From an optimization exercise on the open Yosys and OpenROAD flow, aimed at small area, a short achievable clock period and few clock cycles per item; shortcuts taken in it are not production practice. Function was checked by simulation only, so behaviour that the tests miss may differ from the original. Power and IR drop assume default switching activity.

==> flow/design.v <==
package iirdf2_pkg;
    localparam int SAMPLE_W  = 16;
    localparam int COEF_W    = 18;
    localparam int STATE_W   = 24;
    localparam int FRAC_W    = 14;
    localparam int PROD_W    = COEF_W + STATE_W;
    localparam int ACC_W     = PROD_W + 3;
    localparam int Q_W       = ACC_W - FRAC_W;
    localparam int MAX_ORDER = 3;
    localparam int ORDER_DEF = 3;
    localparam int PC_W      = 4;
    localparam int TAP_W     = 2;
    localparam int REG_IDX_W = 3;
    localparam logic signed [ACC_W-1:0] HALF_Q    = ACC_W'(1) <<< (FRAC_W - 1);
    localparam logic signed [Q_W-1:0]   STATE_MAX = Q_W'((1 << (STATE_W - 1)) - 1);
    localparam logic signed [Q_W-1:0]   STATE_MIN = -Q_W'(1 << (STATE_W - 1));
    localparam logic signed [Q_W-1:0]   OUT_MAX   = Q_W'((1 << (SAMPLE_W - 1)) - 1);
    localparam logic signed [Q_W-1:0]   OUT_MIN   = -Q_W'(1 << (SAMPLE_W - 1));
    localparam logic [REG_IDX_W-1:0] REG_B0 = 3'd0;
    localparam logic [REG_IDX_W-1:0] REG_B1 = 3'd1;
    localparam logic [REG_IDX_W-1:0] REG_B2 = 3'd2;
    localparam logic [REG_IDX_W-1:0] REG_B3 = 3'd3;
    localparam logic [REG_IDX_W-1:0] REG_A1 = 3'd4;
    localparam logic [REG_IDX_W-1:0] REG_A2 = 3'd5;
    localparam logic [REG_IDX_W-1:0] REG_A3 = 3'd6;
    localparam logic signed [COEF_W-1:0] COEF_ONE = COEF_W'(1 << FRAC_W);
    typedef logic signed [COEF_W-1:0] coef_t;
    typedef struct packed {
        coef_t b0;
        coef_t b1;
        coef_t b2;
        coef_t b3;
        coef_t a1;
        coef_t a2;
        coef_t a3;
    } coef_bank_t;
    typedef enum logic [2:0] {
        CS_B0 = 3'd0,
        CS_B1 = 3'd1,
        CS_B2 = 3'd2,
        CS_B3 = 3'd3,
        CS_A1 = 3'd4,
        CS_A2 = 3'd5,
        CS_A3 = 3'd6
    } coef_sel_t;
    typedef enum logic [2:0] {
        ACC_HOLD   = 3'd0,
        ACC_LOAD_X = 3'd1,
        ACC_SUB    = 3'd2,
        ACC_ADD    = 3'd3,
        ACC_LOAD_P = 3'd4
    } acc_op_t;
    typedef enum logic [1:0] {
        COND_NONE = 2'd0,
        COND_IN   = 2'd1,
        COND_OUT  = 2'd2
    } cond_t;
    typedef struct packed {
        coef_sel_t        coef_sel;
        logic [TAP_W-1:0] tap;        
        acc_op_t          acc_op;
        logic             latch_w;
        logic             emit;
        cond_t            cond;       
        logic             jump;
        logic [PC_W-1:0]  target;
    } ctrl_word_t;
    typedef struct packed {
        ctrl_word_t cw;
        logic       advance;
        logic       in_ready;
    } seq_ctrl_t;
    localparam ctrl_word_t CW_NOP = '0;
    function automatic ctrl_word_t ucode_rom(input logic [PC_W-1:0] addr);
        ctrl_word_t w;
        w = CW_NOP;
        case (addr)
            4'd0: begin
                w.coef_sel = iirdf2_pkg::CS_A1; w.tap = 2'd1; w.acc_op = iirdf2_pkg::ACC_LOAD_X;
                w.cond = iirdf2_pkg::COND_IN;
            end
            4'd1: begin
                w.coef_sel = iirdf2_pkg::CS_A2; w.tap = 2'd2; w.acc_op = iirdf2_pkg::ACC_SUB;
            end
            4'd2: begin
                w.coef_sel = iirdf2_pkg::CS_A3; w.tap = 2'd3; w.acc_op = iirdf2_pkg::ACC_SUB;
            end
            4'd3: begin
                w.coef_sel = iirdf2_pkg::CS_B1; w.tap = 2'd1; w.acc_op = iirdf2_pkg::ACC_SUB;
            end
            4'd4: begin
                w.coef_sel = iirdf2_pkg::CS_B2; w.tap = 2'd2; w.acc_op = iirdf2_pkg::ACC_LOAD_P;
                w.latch_w = 1'b1;
            end
            4'd5: begin
                w.coef_sel = iirdf2_pkg::CS_B3; w.tap = 2'd3; w.acc_op = iirdf2_pkg::ACC_ADD;
            end
            4'd6: begin
                w.coef_sel = iirdf2_pkg::CS_B0; w.tap = 2'd0; w.acc_op = iirdf2_pkg::ACC_ADD;
            end
            4'd7: begin
                w.acc_op = iirdf2_pkg::ACC_ADD;
            end
            4'd8: begin
                w.emit = 1'b1; w.cond = iirdf2_pkg::COND_OUT; w.jump = 1'b1; w.target = '0;
            end
            default: begin
                w.jump = 1'b1; w.target = '0;
            end
        endcase
        ucode_rom = w;
    endfunction
endpackage
module iirdf2_seq (
    input  logic                  aclk,
    input  logic                  aresetn,
    input  logic                  in_valid,
    input  logic                  out_free,
    output iirdf2_pkg::seq_ctrl_t ctrl
);
    logic [iirdf2_pkg::PC_W-1:0] pc_reg;
    logic [iirdf2_pkg::PC_W-1:0] pc_next;
    iirdf2_pkg::ctrl_word_t      cw;
    logic                        cond_ok;
    assign cw = iirdf2_pkg::ucode_rom(pc_reg);
    always_comb begin
        case (cw.cond)
            iirdf2_pkg::COND_NONE: cond_ok = 1'b1;
            iirdf2_pkg::COND_IN:   cond_ok = in_valid;
            iirdf2_pkg::COND_OUT:  cond_ok = out_free;
            default:               cond_ok = 1'b1;
        endcase
    end
    always_comb begin
        if (!cond_ok) begin
            pc_next = pc_reg;
        end else if (cw.jump) begin
            pc_next = cw.target;
        end else begin
            pc_next = pc_reg + iirdf2_pkg::PC_W'(1);
        end
    end
    always_ff @(posedge aclk) begin
        if (!aresetn) begin
            pc_reg <= '0;
        end else begin
            pc_reg <= pc_next;
        end
    end
    assign ctrl.cw       = cw;
    assign ctrl.advance  = cond_ok;
    assign ctrl.in_ready = (cw.cond == iirdf2_pkg::COND_IN);
endmodule
module iirdf2_dp #(
    parameter int ORDER = iirdf2_pkg::ORDER_DEF
) (
    input  logic                                 aclk,
    input  logic                                 aresetn,
    input  iirdf2_pkg::seq_ctrl_t                ctrl,
    input  iirdf2_pkg::coef_bank_t               coefs,
    input  logic signed [iirdf2_pkg::SAMPLE_W-1:0] sample_in,
    output logic signed [iirdf2_pkg::SAMPLE_W-1:0] y_out,
    output logic                                 clip_out
);
    localparam int ACC_W = iirdf2_pkg::ACC_W;
    logic signed [iirdf2_pkg::STATE_W-1:0] delay_reg [ORDER];
    logic signed [iirdf2_pkg::STATE_W-1:0] w_reg;
    logic                                  w_hit_reg;
    logic signed [iirdf2_pkg::PROD_W-1:0]  prod_reg;
    logic signed [ACC_W-1:0]               acc_reg;
    logic signed [ACC_W-1:0]               acc_next;
    iirdf2_pkg::coef_t                     mul_coef;
    logic signed [iirdf2_pkg::STATE_W-1:0] mul_state;
    logic signed [iirdf2_pkg::PROD_W-1:0]  prod_next;
    logic signed [ACC_W-1:0]               rnd_sum;
    logic signed [iirdf2_pkg::Q_W-1:0]     q;
    logic signed [iirdf2_pkg::STATE_W-1:0] w_sat;
    logic                                  w_hit;
    logic                                  y_hit;
    logic signed [ACC_W-1:0]               x_scaled;
    logic signed [ACC_W-1:0]               prod_ext;
    always_comb begin
        case (ctrl.cw.coef_sel)
            iirdf2_pkg::CS_B0: mul_coef = coefs.b0;
            iirdf2_pkg::CS_B1: mul_coef = coefs.b1;
            iirdf2_pkg::CS_B2: mul_coef = coefs.b2;
            iirdf2_pkg::CS_B3: mul_coef = coefs.b3;
            iirdf2_pkg::CS_A1: mul_coef = coefs.a1;
            iirdf2_pkg::CS_A2: mul_coef = coefs.a2;
            iirdf2_pkg::CS_A3: mul_coef = coefs.a3;
            default:           mul_coef = '0;
        endcase
    end
    always_comb begin
        mul_state = '0;
        if (ctrl.cw.tap == '0) begin
            mul_state = w_reg;
        end
        for (int i = 0; i < ORDER; i++) begin
            if (ctrl.cw.tap == iirdf2_pkg::TAP_W'(i + 1)) begin
                mul_state = delay_reg[i];
            end
        end
    end
    assign prod_next = mul_coef * mul_state;
    assign x_scaled = {{(ACC_W - iirdf2_pkg::SAMPLE_W - iirdf2_pkg::FRAC_W){sample_in[
                          iirdf2_pkg::SAMPLE_W-1]}}, sample_in, {iirdf2_pkg::FRAC_W{1'b0}}};
    assign rnd_sum = acc_reg + iirdf2_pkg::HALF_Q;
    assign q       = rnd_sum[ACC_W-1:iirdf2_pkg::FRAC_W];
    always_comb begin
        w_hit = !((&q[iirdf2_pkg::Q_W-1:iirdf2_pkg::STATE_W-1]) ||
                  !(|q[iirdf2_pkg::Q_W-1:iirdf2_pkg::STATE_W-1]));
        w_sat = q[iirdf2_pkg::STATE_W-1:0];
        if (w_hit) begin
            w_sat = {q[iirdf2_pkg::Q_W-1], {(iirdf2_pkg::STATE_W-1){!q[iirdf2_pkg::Q_W-1]}}};
        end
    end
    always_comb begin
        y_hit = !((&q[iirdf2_pkg::Q_W-1:iirdf2_pkg::SAMPLE_W-1]) ||
                  !(|q[iirdf2_pkg::Q_W-1:iirdf2_pkg::SAMPLE_W-1]));
        y_out = q[iirdf2_pkg::SAMPLE_W-1:0];
        if (y_hit) begin
            y_out = {q[iirdf2_pkg::Q_W-1], {(iirdf2_pkg::SAMPLE_W-1){!q[iirdf2_pkg::Q_W-1]}}};
        end
    end
    assign clip_out = w_hit_reg | y_hit;
    assign prod_ext = {{(ACC_W - iirdf2_pkg::PROD_W){prod_reg[iirdf2_pkg::PROD_W-1]}}, prod_reg};
    always_comb begin
        case (ctrl.cw.acc_op)
            iirdf2_pkg::ACC_HOLD:   acc_next = acc_reg;
            iirdf2_pkg::ACC_LOAD_X: acc_next = x_scaled;
            iirdf2_pkg::ACC_SUB:    acc_next = acc_reg - ACC_W'(prod_reg);
            iirdf2_pkg::ACC_ADD:    acc_next = acc_reg + ACC_W'(prod_reg);
            iirdf2_pkg::ACC_LOAD_P: acc_next = ACC_W'(prod_reg);
            default:                acc_next = acc_reg;
        endcase
    end
    always_ff @(posedge aclk) begin
        prod_reg <= prod_next;
        if (ctrl.advance) begin
            acc_reg <= acc_next;
        end
        if (ctrl.advance && ctrl.cw.latch_w) begin
            w_reg     <= w_sat;
            w_hit_reg <= w_hit;
        end
    end
    always_ff @(posedge aclk) begin
        if (!aresetn) begin
            for (int i = 0; i < ORDER; i++) begin
                delay_reg[i] <= '0;
            end
        end else if (ctrl.advance && ctrl.cw.emit) begin
            delay_reg[0] <= w_reg;
            for (int i = 1; i < ORDER; i++) begin
                delay_reg[i] <= delay_reg[i-1];
            end
        end
    end
endmodule
module iir_direct_form_two_filter #(
    parameter int ORDER = iirdf2_pkg::ORDER_DEF
) (
    input  logic                                   aclk,
    input  logic                                   aresetn,
    input  logic                                   s_valid,
    output logic                                   s_ready,
    input  logic signed [iirdf2_pkg::SAMPLE_W-1:0] s_sample_in,
    output logic                                   m_valid,
    input  logic                                   m_ready,
    output logic signed [iirdf2_pkg::SAMPLE_W-1:0] m_sample_out,
    output logic                                   m_clipped,
    input  logic                                   cfg_wr_en,
    input  logic [iirdf2_pkg::REG_IDX_W-1:0]       cfg_index,
    input  logic [iirdf2_pkg::COEF_W-1:0]          cfg_data
);
    iirdf2_pkg::coef_bank_t                coef_reg;
    iirdf2_pkg::seq_ctrl_t                 ctrl;
    logic signed [iirdf2_pkg::SAMPLE_W-1:0] y_out;
    logic                                  clip_out;
    logic                                  out_free;
    logic                                  emit_go;
    logic                                  m_valid_reg;
    logic signed [iirdf2_pkg::SAMPLE_W-1:0] m_sample_out_reg;
    logic                                  m_clipped_reg;
    assign out_free = !m_valid_reg || m_ready;
    assign emit_go  = ctrl.advance && ctrl.cw.emit;
    iirdf2_seq u_seq (
        .aclk     (aclk),
        .aresetn  (aresetn),
        .in_valid (s_valid),
        .out_free (out_free),
        .ctrl     (ctrl)
    );
    iirdf2_dp #(
        .ORDER (ORDER)
    ) u_dp (
        .aclk      (aclk),
        .aresetn   (aresetn),
        .ctrl      (ctrl),
        .coefs     (coef_reg),
        .sample_in (s_sample_in),
        .y_out     (y_out),
        .clip_out  (clip_out)
    );
    always_ff @(posedge aclk) begin
        if (!aresetn) begin
            coef_reg.b0 <= iirdf2_pkg::COEF_ONE;
            coef_reg.b1 <= '0;
            coef_reg.b2 <= '0;
            coef_reg.b3 <= '0;
            coef_reg.a1 <= '0;
            coef_reg.a2 <= '0;
            coef_reg.a3 <= '0;
        end else if (cfg_wr_en) begin
            case (cfg_index)
                iirdf2_pkg::REG_B0: coef_reg.b0 <= cfg_data;
                iirdf2_pkg::REG_B1: coef_reg.b1 <= cfg_data;
                iirdf2_pkg::REG_B2: coef_reg.b2 <= cfg_data;
                iirdf2_pkg::REG_B3: coef_reg.b3 <= cfg_data;
                iirdf2_pkg::REG_A1: coef_reg.a1 <= cfg_data;
                iirdf2_pkg::REG_A2: coef_reg.a2 <= cfg_data;
                iirdf2_pkg::REG_A3: coef_reg.a3 <= cfg_data;
                default: ;
            endcase
        end
    end
    always_ff @(posedge aclk) begin
        if (!aresetn) begin
            m_valid_reg <= 1'b0;
        end else if (emit_go) begin
            m_valid_reg <= 1'b1;
        end else if (m_ready) begin
            m_valid_reg <= 1'b0;
        end
    end
    always_ff @(posedge aclk) begin
        if (emit_go) begin
            m_sample_out_reg <= y_out;
            m_clipped_reg    <= clip_out;
        end
    end
    assign s_ready      = ctrl.in_ready;
    assign m_valid      = m_valid_reg;
    assign m_sample_out = m_sample_out_reg;
    assign m_clipped    = m_clipped_reg;
endmodule
==> flow/run.sh <==
#!/bin/bash
# synth_recipe.tcl (not shown) runs the flow's synth.tcl, then flattens the netlist and writes it again
# the make line also repeats each setting of config.mk as NAME=value (left out here)
make -C /OpenROAD-flow-scripts/flow DESIGN_CONFIG=/design/flow/config.mk WORK_HOME=/design/flow/orfs CLKGATE_MAP_FILE= SYNTH_SCRIPT=/design/flow/synth_recipe.tcl finish
==> flow/config.mk <==
export PLATFORM = sky130hd
export DESIGN_NAME = iir_direct_form_two_filter
export DESIGN_NICKNAME = iir_direct_form_two_filter
export VERILOG_FILES = /design/flow/design.v
export SDC_FILE = /design/flow/constraint.sdc
export NUM_CORES = 4
export LEC_CHECK = 0
export CAP_MARGIN = 20
export CORE_MARGIN = 2
export CORE_UTILIZATION = 40
export SLEW_MARGIN = 20
==> flow/constraint.sdc <==
create_clock -name core_clock -period 9.0 [get_ports {aclk}]
set_input_delay 1.8000 -clock core_clock [delete_from_list [all_inputs] [get_ports {aclk}]]
set_output_delay 1.8000 -clock core_clock [all_outputs]
set_load 0.01 [all_outputs]
==> impl_metrics.ini <==
[critical_path]
slowest_stage = a2111oi_0
worst-path-buf-inv = 6
startpoint_type = register
end_kind = register
rrSetupSlack_ps = 410
reg2reg_from = u_dp.ctrl[18]
crit_type = register to register
critical_path_arrival_ps = 9070
r2r_cells = 27
cpLargestDelayFamily = adder cells
path_depth = 27
critical_path.max_stage_delay_ps = 680
r2r_end = u_dp.prod_reg[32]
crit_top_cell = fa_1
crit_start = u_dp.ctrl[18]
cp-endpoint = u_dp.prod_reg[32]
path_max_fanout = 17
crit_required_ps = 9480

[finish]
fin_util_pct = 44.6
largest_reg_flops = 126
finalNetCount = 4406
drive_above_1_share_pct = 6.12
syn_to_final_growth_pct = 10.2

[synth]
syn_area_per_cell_um2 = 8.82
synth-main-ff-cell = dfxtp_1
synth_nets = 4393
synth_edf_count = 87
ys_ff_latch = 343
ys_warn_count = 4
ys_types = 70
synthArstFlopShare_pct = 0
synthCells = 3765
yosysSeqAreaShare_pct = 23.3
synth_area_um2 = 33200

[place]
port_buffers = 60
dp.final_hpwl_um = 73400
gp_congestion = 0.909
place_ws_ps = -7.69

[floorplanning]
die_area_um2 = 85300
rows = 105
die_w_um = 292
die_y_um = 292
start_util_pct = 40.4
io_pins = 61
core_um2 = 82100

[clock_tree]
cts.sinks = 343
clk_pin_slew_ps = 60
cts_tree = built
h-tree-depth = 2
clockBufferDepth = 3
cts_made_buffers = 40
postCtsHoldBufs = 0
clk_latency_ps = 600
cts-root-buf = clkbuf_16

[grt]
grt_max_degree = 127
antenna_found_initial = 3
grt_pass1_vias = 25900
grt_util_all_layers_pct = 22.5
overflow = 0
grt_first_pass_wirelength_um = 150000

[pwr]
power_density_nw_per_um2 = 280
peakVddDrop_mv = 0.278
power_leakage_uw = 0.0155

[timing]
max-slew-margin-rel_pct = 28.1
drv_slew = 0
finalCriticalPeriod_ps = 8590
finalCritPeriodShare_pct = 95.5
tns_ps = 0
finClkSkew_ps = 66.0
fmax_ghz = 0.116
setup_viol = 0
hold_violations = 0
fin_ws_ps = 407
rsz0062_at_grt = no
tightest_slew_ps = 1080

[routing]
viasPerCell = 5.30
met1_length_um = 43000
vias = 25800
wl_met3_um = 5120
avgRoutedWirePerCell_um = 19.5
top_layer = met4
routed_wl_um = 95000
first_pass_iters = 5
drc = 0
postRouteAntennaNets = 0
wl_met2_um = 43900
drt_iter0_markers = 2086

[job]
maxCapViolations = 0

[run_status]
status = complete, no violations

[worst_hold_path]
hold_class = register to register
==> worst min-delay path, cell delays in order, from the launching register on <==
cell	delay [ps]
dfxtp_1	320
nand2_1	50
a21boi_0	60
==> Yosys cell counts (all sizes together) (5+ instances only) <==
| cell type | number | area (um^2) |
|---|---|---|
| nor2 | 167 | 627 |
| a211oi | 8 | 60.1 |
| a221o | 6 | 60.1 |
| a21boi | 205 | 1540 |
| a31oi | 9 | 56.3 |
| a221oi | 8 | 70.1 |
| xor2 | 65 | 569 |
| nor4 | 14 | 103 |
| nand4 | 21 | 131 |
| and2 | 75 | 469 |
| dfxtp | 256 | 5120 |
| fa | 426 | 8530 |
| mux4 | 23 | 518 |
| a21o | 39 | 300 |
| o211ai | 11 | 82.6 |
| ha | 160 | 2000 |
| o31ai | 16 | 120 |
| inv | 539 | 2020 |
| clkbuf | 158 | 593 |
| o21a | 19 | 143 |
| nand2b | 38 | 238 |
| edfxtp | 87 | 2610 |
| o21ai | 120 | 601 |
| mux2i | 26 | 260 |
| or4 | 8 | 71.3 |
| and3 | 13 | 81.3 |
| a22o | 7 | 61.3 |
| and4 | 5 | 43.8 |
| buf | 18 | 75.1 |
| nand3 | 36 | 180 |
| xnor2 | 81 | 728 |
| a22oi | 20 | 150 |
| a21oi | 150 | 751 |
| nand2 | 719 | 2700 |
| o21bai | 22 | 165 |
| mux2 | 17 | 191 |
| a211o | 6 | 52.6 |
| nor2b | 82 | 513 |
| nor3 | 27 | 135 |
| or2 | 9 | 56.3 |
| or3 | 6 | 37.5 |
==> metrics by stage <==
| step | std cells | hold slack [ps] | area, um^2 | power (uW) |
|---|---|---|---|---|
| after global routing | 4881 | 464 | 36600 | 11000 |
| after global placement | 4804 | 451 | 35200 | 8470 |
| after detailed placement | 4804 | 458 | 35200 | 8480 |
| after floorplan | 3765 | 440 | 33200 | 6740 |
| after CTS | 4878 | 434 | 36500 | 10200 |
| final | 4881 | 437 | 36600 | 10300 |
==> power by group <==
group	switching [uW]	internal (uW)
Clock	707	954
Sequential	355	1940
Combinational	3850	2450
Total	4920	5340
==> layout by cell type, fill, tap and decap left out, types with 11 or more instances in the layout <==
cell type | synthesis | routed
nand2_1 | 719 | 719
inv_1 | 538 | 538
fa_1 | 426 | 426
dfxtp_1 | 256 | 254
a21boi_0 | 203 | 202
nor2_1 | 167 | 166
ha_1 | 160 | 160
a21oi_1 | 150 | 150
o21ai_0 | 110 | 103
buf_4 | 0 | 87
edfxtp_1 | 87 | 87
nor2b_1 | 82 | 81
xnor2_1 | 80 | 80
and2_1 | 74 | 74
xor2_1 | 65 | 65
clkdlybuf4s50_1 | 0 | 59
clkbuf_16 | 0 | 42
a21o_1 | 38 | 38
nand2b_1 | 38 | 36
nand3_1 | 36 | 36
mux2i_1 | 26 | 25
nor3_1 | 27 | 25
mux4_2 | 23 | 23
o21bai_1 | 22 | 22
nand4_1 | 21 | 21
a22oi_1 | 20 | 20
o21a_1 | 19 | 19
mux2_2 | 17 | 17
o31ai_1 | 16 | 15
nor4_1 | 13 | 13
and3_1 | 13 | 13
o211ai_1 | 11 | 11
==> layer usage <==
layer / vias to the layer above / track usage (%)
li1: 12100 / -
met1: 12900 / 32.2
met2: 712 / 36.1
met3: 137 / 2.28
met4: 0 / 6.61
met5: - / 0
==> kinds of logic (layout without fill, tap and decap cells) <==
logic type	after synthesis	after routing	share of synthesized area, %
buffers and inverters	716	761	8.12
AOI/OAI and AO/OA	676	676	13.5
DFF	343	343	23.3
adders and majority gates	586	586	31.7
other	0	1	0
muxes	66	66	2.92
xor gates and xnor gates	146	146	3.91
and+or+nand+nor	1232	1232	16.5
==> layout make-up <==
| cell class | count | area, um^2 |
|---|---|---|
| multi-input cells | 2706 | 22900 |
| inverters | 540 | 2030 |
| repair buffers | 147 | 1260 |
| clock buffers | 59 | 1180 |
| clock inverters | 15 | 150 |
| flip-flops and latches | 343 | 7740 |
| well taps | 1070 | 1340 |
| diodes | 1 | 2.50 |
| fillers | 8016 | 45500 |
==> how the worst min path moves through the flow <==
stage	start	slack, ps	depth (start not counted)	end
floorplan	coef_reg[57]	440	2	coef_reg[57]
global placement	u_dp.delay_reg[2][9]	450	2	u_dp.delay_reg[2][9]
detailed placement	u_dp.delay_reg[2][20]	460	2	u_dp.delay_reg[2][20]
CTS	u_dp.delay_reg[1][10]	430	2	u_dp.delay_reg[2][10]
global route	u_dp.delay_reg[1][10]	460	2	u_dp.delay_reg[2][10]
finish	u_dp.delay_reg[1][10]	440	2	u_dp.delay_reg[2][10]
==> what timing repair did <==
item,CTS,global route
setup buffers,0,2
pin swaps,0,1
gates resized for setup,1,4
setup endpoints to repair,1,9
Testbench counts, summed over its fixed seeds: cycles 28,808, samples 3,200.

-- what the ideal ports hide --
Ports are ideal in the flow. The routed layout listed here was re-timed in OpenROAD.
Step 1 (the two cells are an assumption about what drives the block):
set clk [get_ports {aclk}]
set_driving_cell -lib_cell sky130_fd_sc_hd__clkbuf_16 $clk
set_driving_cell -lib_cell sky130_fd_sc_hd__buf_2 [delete_from_list [all_inputs] $clk]
Step 2 adds t to the input delays and takes it off the output delays; t is the mean of the earliest and latest rising clock arrival at the registers after step 1. Input paths then give back, and output paths get back, about the clock's delay inside the block.
Slacks: ideal ports / drivers / drivers and shift; pairs: ideal ports / drivers.
shift t [ns]: 0.632
slack for setup (ns): 0.407 / 0.407 / 0.407
latest minus earliest clock arrival (ns): 0.066 / 0.066
pins driven straight from the clock port: 1
After both steps this run still meets setup and hold. The setup slack of this run moves by 0.000 ns with the drivers and by 0.000 ns with both steps.
